This design comes from an exercise in tuning for small area on the open sky130 flow, not from production work. In this exercise RTL edits were held to simulation tests only and were not proved equivalent to the original. Power figures rest on the tool's default switching activity, not on a simulated workload.

==> 01-17: inputs <==
Design core_top, start of the top module:
module core_top (
  input  logic        clk,
  input  logic        rst_n,
  input  logic [31:0] inst,
  output logic [31:0] pc,
  output logic        retire_valid,
  output logic [4:0]  retire_rd,
  output logic [31:0] retire_data
);
  localparam logic [1:0] ST_CLR = 2'd0;   
  localparam logic [1:0] ST_P1  = 2'd1;
  localparam logic [1:0] ST_P2  = 2'd2;
  logic [2:0]  t_q;
  logic [1:0]  st_q;
  logic [29:0] pcw_q;
  logic [31:0] rf_q [1:31];
  logic [31:0] sh_q;      
  logic [27:0] res_q;     
  logic [4:0]  amt_q;     
  logic        c_q;       
  logic [6:0] opc;
  logic [2:0] f3;
  logic       alt;
  logic       is_reg;
  logic       is_imm;
  logic       legal;
  logic       sub;
  logic [4:0] rs1;
  logic [4:0] rs2;
  logic [4:0] rd;
  assign opc    = inst[6:0];
  assign f3     = inst[14:12];
  assign alt    = inst[30];
  assign rd     = inst[11:7];
  assign rs1    = inst[19:15];
  assign rs2    = inst[24:20];
  assign is_reg = (opc == 7'b0110011);
  assign is_imm = (opc == 7'b0010011);
  assign legal  = (is_reg || is_imm) && (f3 != 3'b011) && !(f3 == 3'b101 && alt);
  assign sub    = is_reg && alt && (f3 == 3'b000);
  logic p1;
  logic p2;
  logic last;
  assign p1   = (st_q == ST_P1);
  assign p2   = (st_q == ST_P2);
  assign last = (t_q == 3'd7);
  logic [3:0] a_n;
  logic [3:0] r2_n;
  logic [3:0] imm_n;
  logic [3:0] b_n;
  always_comb begin
    a_n  = 4'd0;
    r2_n = 4'd0;
    for (int r = 1; r < 32; r++) begin
      if (rs1 == 5'(r)) a_n  = rf_q[r][3:0];
  ...
==> module core_top, before the edit <==
module core_top (
  input  logic        clk,
  input  logic        rst_n,
  input  logic [31:0] inst,
  output logic [31:0] pc,
  output logic        retire_valid,
  output logic [4:0]  retire_rd,
  output logic [31:0] retire_data
);
  localparam logic [1:0] ST_CLR = 2'd0;   
  localparam logic [1:0] ST_P1  = 2'd1;
  localparam logic [1:0] ST_P2  = 2'd2;
  logic [2:0]  t_q;
  logic [1:0]  st_q;
  logic [29:0] pcw_q;
  logic [31:0] rf_q [1:31];
  logic [31:0] sh_q;      
  logic [27:0] res_q;     
  logic [4:0]  amt_q;     
  logic        c_q;       
  logic [6:0] opc;
  logic [2:0] f3;
  logic       alt;
  logic       is_reg;
  logic       is_imm;
  logic       legal;
  logic       sub;
  logic [4:0] rs1;
  logic [4:0] rs2;
  logic [4:0] rd;
  assign opc    = inst[6:0];
  assign f3     = inst[14:12];
  assign alt    = inst[30];
  assign rd     = inst[11:7];
  assign rs1    = inst[19:15];
  assign rs2    = inst[24:20];
  assign is_reg = (opc == 7'b0110011);
  assign is_imm = (opc == 7'b0010011);
  assign legal  = (is_reg || is_imm) && (f3 != 3'b011) && !(f3 == 3'b101 && alt);
  assign sub    = is_reg && alt && (f3 == 3'b000);
  logic p1;
  logic p2;
  logic last;
  assign p1   = (st_q == ST_P1);
  assign p2   = (st_q == ST_P2);
  assign last = (t_q == 3'd7);
  logic [3:0] a_n;
  logic [3:0] r2_n;
  logic [3:0] imm_n;
  logic [3:0] b_n;
  always_comb begin
    a_n  = 4'd0;
    r2_n = 4'd0;
    for (int r = 1; r < 32; r++) begin
      if (rs1 == 5'(r)) a_n  = rf_q[r][3:0];
      if (rs2 == 5'(r)) r2_n = rf_q[r][3:0];
    end
  end
  always_comb begin
    case (t_q)
      3'd0:    imm_n = inst[23:20];
      3'd1:    imm_n = inst[27:24];
      3'd2:    imm_n = inst[31:28];
      default: imm_n = {4{inst[31]}};
    endcase
  end
  assign b_n = is_reg ? r2_n : imm_n;
  logic       inv;
  logic       cin;
  logic [4:0] sum;
  logic       lt;
  assign inv = p1 || sub;
  assign cin = (t_q == 3'd0) ? inv : c_q;
  assign sum = {1'b0, a_n} + {1'b0, b_n ^ {4{inv}}} + {4'd0, cin};
  assign lt  = (a_n[3] != b_n[3]) ? a_n[3] : sum[3];
  logic [4:0]  off;
  logic [63:0] sh2;
  logic [3:0]  sh_n;
  logic [3:0]  sh_ok;
  logic [4:0]  pos [4];
  assign off = (f3 == 3'b101) ? amt_q : (5'd0 - amt_q);
  assign sh2 = {sh_q, sh_q};
  assign sh_n = sh2[off +: 4];
  always_comb begin
    for (int q = 0; q < 4; q++) begin
      pos[q] = {t_q, 2'(q)};
      if (f3 == 3'b101) sh_ok[q] = ({1'b0, pos[q]} + {1'b0, amt_q}) <= 6'd31;
      else              sh_ok[q] = pos[q] >= amt_q;
    end
  end
  logic [3:0] res_n;
  always_comb begin
    case (f3)
      3'b000:  res_n = sum[3:0];
      3'b001:  res_n = sh_n & sh_ok;
      3'b010:  res_n = {3'd0, c_q && (t_q == 3'd0)};
      3'b100:  res_n = a_n ^ b_n;
      3'b101:  res_n = sh_n & sh_ok;
      3'b110:  res_n = a_n | b_n;
      default: res_n = a_n & b_n;
    endcase
  end
  logic [3:0] wd;
  assign wd = p2 ? res_n : 4'd0;
  always_ff @(posedge clk) begin
    if (!rst_n) begin
      t_q   <= 3'd0;
      st_q  <= ST_CLR;
      pcw_q <= 30'h2000_0000;
    end else begin
      t_q <= t_q + 3'd1;
      if (last) begin
        case (st_q)
          ST_P1:   st_q <= legal ? ST_P2 : ST_P1;
          default: st_q <= ST_P1;
        endcase
        if ((p1 && !legal) || p2) pcw_q <= pcw_q + 30'd1;
      end
    end
  end
  always_ff @(posedge clk) begin
    sh_q  <= {a_n, sh_q[31:4]};
    res_q <= {wd, res_q[27:4]};
    c_q   <= (p1 && last) ? lt : sum[4];
    if (p1 && t_q == 3'd0) amt_q[3:0] <= b_n;
    if (p1 && t_q == 3'd1) amt_q[4]   <= b_n[0];
  end
  always_ff @(posedge clk) begin
    for (int r = 1; r < 32; r++) begin
      if ((st_q == ST_CLR) || (p2 && rd == 5'(r))) rf_q[r] <= {wd, rf_q[r][31:4]};
      else                                         rf_q[r] <= {rf_q[r][3:0], rf_q[r][31:4]};
    end
  end
  assign pc           = {pcw_q, 2'b00};
  assign retire_valid = p2 && last;
  assign retire_rd    = rd;
  assign retire_data  = {wd, res_q};
endmodule
export LEC_CHECK = 0
export CAP_MARGIN = 20
export CORE_MARGIN = 2
export CORE_UTILIZATION = 40
export SLEW_MARGIN = 20
create_clock -name core_clock -period 15.0 [get_ports {clk}]
run.sh (not shown) runs the stock make flow with config.mk's settings and CLKGATE_MAP_FILE= SYNTH_SCRIPT=/design/flow/synth_recipe.tcl, a recipe that flattens the netlist after the stock synthesis.
==> 10-26 (differences from 01-17) <==
--- a/flow/design.v
+++ b/flow/design.v
@@ -15,5 +15,6 @@
   logic [29:0] pcw_q;
   logic [31:0] rf_q [1:31];
-  logic [31:0] sh_q;      
+  logic [3:0]  dl_q [7];  
+  logic [3:0]  prev_q;    
   logic [27:0] res_q;     
   logic [4:0]  amt_q;     
@@ -49,11 +50,78 @@
   logic [3:0] imm_n;
   logic [3:0] b_n;
-  always_comb begin
-    a_n  = 4'd0;
-    r2_n = 4'd0;
-    for (int r = 1; r < 32; r++) begin
-      if (rs1 == 5'(r)) a_n  = rf_q[r][3:0];
-      if (rs2 == 5'(r)) r2_n = rf_q[r][3:0];
-    end
+  logic [3:0] nib [32];
+  always_comb begin
+    nib[0] = 4'd0;
+    for (int r = 1; r < 32; r++) nib[r] = rf_q[r][3:0];
+  end
+  always_comb begin
+    case (rs1)
+      5'd0: a_n = nib[0];
+      5'd1: a_n = nib[1];
+      5'd2: a_n = nib[2];
+      5'd3: a_n = nib[3];
+      5'd4: a_n = nib[4];
+      5'd5: a_n = nib[5];
+      5'd6: a_n = nib[6];
+      5'd7: a_n = nib[7];
+      5'd8: a_n = nib[8];
+      5'd9: a_n = nib[9];
+      5'd10: a_n = nib[10];
+      5'd11: a_n = nib[11];
+      5'd12: a_n = nib[12];
+      5'd13: a_n = nib[13];
+      5'd14: a_n = nib[14];
+      5'd15: a_n = nib[15];
+      5'd16: a_n = nib[16];
+      5'd17: a_n = nib[17];
+      5'd18: a_n = nib[18];
+      5'd19: a_n = nib[19];
+      5'd20: a_n = nib[20];
+      5'd21: a_n = nib[21];
+      5'd22: a_n = nib[22];
+      5'd23: a_n = nib[23];
+      5'd24: a_n = nib[24];
+      5'd25: a_n = nib[25];
+      5'd26: a_n = nib[26];
+      5'd27: a_n = nib[27];
+      5'd28: a_n = nib[28];
+      5'd29: a_n = nib[29];
+      5'd30: a_n = nib[30];
+      default: a_n = nib[31];
+    endcase
+    case (rs2)
+      5'd0: r2_n = nib[0];
+      5'd1: r2_n = nib[1];
+      5'd2: r2_n = nib[2];
+      5'd3: r2_n = nib[3];
+      5'd4: r2_n = nib[4];
+      5'd5: r2_n = nib[5];
+      5'd6: r2_n = nib[6];
+      5'd7: r2_n = nib[7];
+      5'd8: r2_n = nib[8];
+      5'd9: r2_n = nib[9];
+      5'd10: r2_n = nib[10];
+      5'd11: r2_n = nib[11];
+      5'd12: r2_n = nib[12];
+      5'd13: r2_n = nib[13];
+      5'd14: r2_n = nib[14];
+      5'd15: r2_n = nib[15];
+      5'd16: r2_n = nib[16];
+      5'd17: r2_n = nib[17];
+      5'd18: r2_n = nib[18];
+      5'd19: r2_n = nib[19];
+      5'd20: r2_n = nib[20];
+      5'd21: r2_n = nib[21];
+      5'd22: r2_n = nib[22];
+      5'd23: r2_n = nib[23];
+      5'd24: r2_n = nib[24];
+      5'd25: r2_n = nib[25];
+      5'd26: r2_n = nib[26];
+      5'd27: r2_n = nib[27];
+      5'd28: r2_n = nib[28];
+      5'd29: r2_n = nib[29];
+      5'd30: r2_n = nib[30];
+      default: r2_n = nib[31];
+    endcase
   end
   always_comb begin
@@ -74,17 +142,41 @@
   assign sum = {1'b0, a_n} + {1'b0, b_n ^ {4{inv}}} + {4'd0, cin};
   assign lt  = (a_n[3] != b_n[3]) ? a_n[3] : sum[3];
-  logic [4:0]  off;
-  logic [63:0] sh2;
-  logic [3:0]  sh_n;
-  logic [3:0]  sh_ok;
-  logic [4:0]  pos [4];
-  assign off = (f3 == 3'b101) ? amt_q : (5'd0 - amt_q);
-  assign sh2 = {sh_q, sh_q};
-  assign sh_n = sh2[off +: 4];
-  always_comb begin
-    for (int q = 0; q < 4; q++) begin
-      pos[q] = {t_q, 2'(q)};
-      if (f3 == 3'b101) sh_ok[q] = ({1'b0, pos[q]} + {1'b0, amt_q}) <= 6'd31;
-      else              sh_ok[q] = pos[q] >= amt_q;
+  logic       is_sll;
+  logic [3:0] fin;
+  logic [2:0] dly;
+  logic [3:0] cur;
+  logic [7:0] w;
+  logic [3:0] sh_n;
+  assign is_sll = !f3[2];
+  assign fin    = a_n & {4{p1 ^ is_sll}};
+  assign dly    = amt_q[4:2] ^ {3{!is_sll}};   
+  always_comb begin
+    case (dly)
+      3'd0:    cur = fin;
+      3'd1:    cur = dl_q[0];
+      3'd2:    cur = dl_q[1];
+      3'd3:    cur = dl_q[2];
+      3'd4:    cur = dl_q[3];
+      3'd5:    cur = dl_q[4];
+      3'd6:    cur = dl_q[5];
+      default: cur = dl_q[6];
+    endcase
+  end
+  assign w = {cur, prev_q};
+  always_comb begin
+    if (is_sll) begin
+      case (amt_q[1:0])
+        2'd0:    sh_n = w[7:4];
+        2'd1:    sh_n = w[6:3];
+        2'd2:    sh_n = w[5:2];
+        default: sh_n = w[4:1];
+      endcase
+    end else begin
+      case (amt_q[1:0])
+        2'd0:    sh_n = w[3:0];
+        2'd1:    sh_n = w[4:1];
+        2'd2:    sh_n = w[5:2];
+        default: sh_n = w[6:3];
+      endcase
     end
   end
@@ -93,8 +185,8 @@
     case (f3)
       3'b000:  res_n = sum[3:0];
-      3'b001:  res_n = sh_n & sh_ok;
+      3'b001:  res_n = sh_n;
       3'b010:  res_n = {3'd0, c_q && (t_q == 3'd0)};
       3'b100:  res_n = a_n ^ b_n;
-      3'b101:  res_n = sh_n & sh_ok;
+      3'b101:  res_n = sh_n;
       3'b110:  res_n = a_n | b_n;
       default: res_n = a_n & b_n;
@@ -120,5 +212,7 @@
   end
   always_ff @(posedge clk) begin
-    sh_q  <= {a_n, sh_q[31:4]};
+    dl_q[0] <= fin;
+    for (int k = 1; k < 7; k++) dl_q[k] <= dl_q[k-1];
+    prev_q <= cur;
     res_q <= {wd, res_q[27:4]};
     c_q   <= (p1 && last) ? lt : sum[4];
@@ -126,9 +220,15 @@
     if (p1 && t_q == 3'd1) amt_q[4]   <= b_n[0];
   end
+  logic [31:0] we;
+  logic [3:0]  hi;
+  logic [7:0]  lo;
+  always_comb begin
+    for (int i = 0; i < 4; i++) hi[i] = (st_q == ST_CLR) || (p2 && rd[4:3] == 2'(i));
+    for (int j = 0; j < 8; j++) lo[j] = (st_q == ST_CLR) || (rd[2:0] == 3'(j));
+    for (int r = 0; r < 32; r++) we[r] = hi[r / 8] && lo[r % 8];
+  end
   always_ff @(posedge clk) begin
-    for (int r = 1; r < 32; r++) begin
-      if ((st_q == ST_CLR) || (p2 && rd == 5'(r))) rf_q[r] <= {wd, rf_q[r][31:4]};
-      else                                         rf_q[r] <= {rf_q[r][3:0], rf_q[r][31:4]};
-    end
+    for (int r = 1; r < 32; r++)
+      rf_q[r] <= {we[r] ? wd : rf_q[r][3:0], rf_q[r][31:4]};
   end
   assign pc           = {pcw_q, 2'b00};
==> flow/flow/run.sh (new file) <==
#!/bin/bash
# The standard ORFS layout with three changes:
#  - synthesis maps the logic with an area-oriented ABC script (flow/abc_area.script, which
#    restructures the logic with &deepsyn for up to 120 s before mapping; it is used
#    through a copy of ORFS's scripts folder in which only that file differs); the synthesis
#    script, its passes and the registers it makes are unchanged;
#  - the port buffers are buf_1 cells;
#  - the clock tree is built from clkbuf_4 cells driving clusters of up to 12 flip-flops, with
#    no dummy loads.
# make's output goes to make.log; ORFS keeps each step's own log under orfs/logs/.
set -euo pipefail
here=$(pwd)
rm -rf "$here/scripts"
cp -r "$FLOW_HOME/scripts" "$here/scripts"
cp "$here/flow/abc_area.script" "$here/scripts/abc_area.script"
bash standard.sh \
  "SCRIPTS_DIR=$here/scripts" \
  "BUFFER_PORTS_ARGS=-buffer_cell sky130_fd_sc_hd__buf_1" \
  "CTS_ARGS=-sink_clustering_enable -repair_clock_nets -dont_use_dummy_load -buf_list sky130_fd_sc_hd__clkbuf_4 -sink_clustering_size 12 -sink_clustering_max_diameter 40" \
  finish > make.log 2>&1
==> flow/flow/abc_area.script (new file) <==
&get -n
&st
&deepsyn -T 120
&dch -f
&nf -R 1000 -p
&put
topo
stime -c
==> flow/standard.sh (new file) <==
#!/bin/bash
# synth_recipe.tcl (not shown) runs the flow's synth.tcl, then flattens the netlist and writes it again
# the make line also repeats each setting of config.mk as NAME=value (left out here)
make -C /OpenROAD-flow-scripts/flow DESIGN_CONFIG=/design/flow/config.mk WORK_HOME=/design/flow/orfs CLKGATE_MAP_FILE= SYNTH_SCRIPT=/design/flow/synth_recipe.tcl "${@:-finish}"
Settings changed: ABC_AREA from default to 1, CORE_AREA from default to 2 2 248.535 248.535, CORE_MARGIN 2 to default, CORE_UTILIZATION 40 to default, DIE_AREA from default to 0 0 250.535 250.535.
removed: flow/run.sh
==> comparison <==
Between 10-26 and 01-17, the lower via count is in 10-26 (gap 21%, measured against 01-17).
Area after synthesis: 10-26 is smaller than 01-17 (13%).
Between 01-17 and 10-26, the lower register-to-register slack is in 10-26 (gap 0.04 ns).
Sequential power is about the same in 10-26 and 01-17.

[what the ideal ports hide]
In the flow no input, the clock included, has a driving cell. The finished layouts below were timed again as built, in two steps.
Step 1 assumes that a clkbuf_16 drives the clock port and a buf_2 every other input.
Step 2 also shifts input and output timing later by t, the mid clock arrival at the registers, as if the neighbouring blocks saw the same clock.
Slacks: ideal ports / drivers / drivers and shift; pairs: ideal ports / drivers.
run	shift t [ns]	setup slack, ns	hold slack, ns	cell pins on the clock port's net
01-17	0.724	2.866 / 2.815 / 2.815	0.295 / 0.295 / 0.295	1
10-26	0.916	3.869 / 3.794 / 3.794	0.265 / 0.265 / 0.265	1
After both steps setup and hold are still met in every run listed. For 10-26, which loses most, drivers alone change the setup slack by -0.075 ns; drivers and shift together by -0.075 ns.
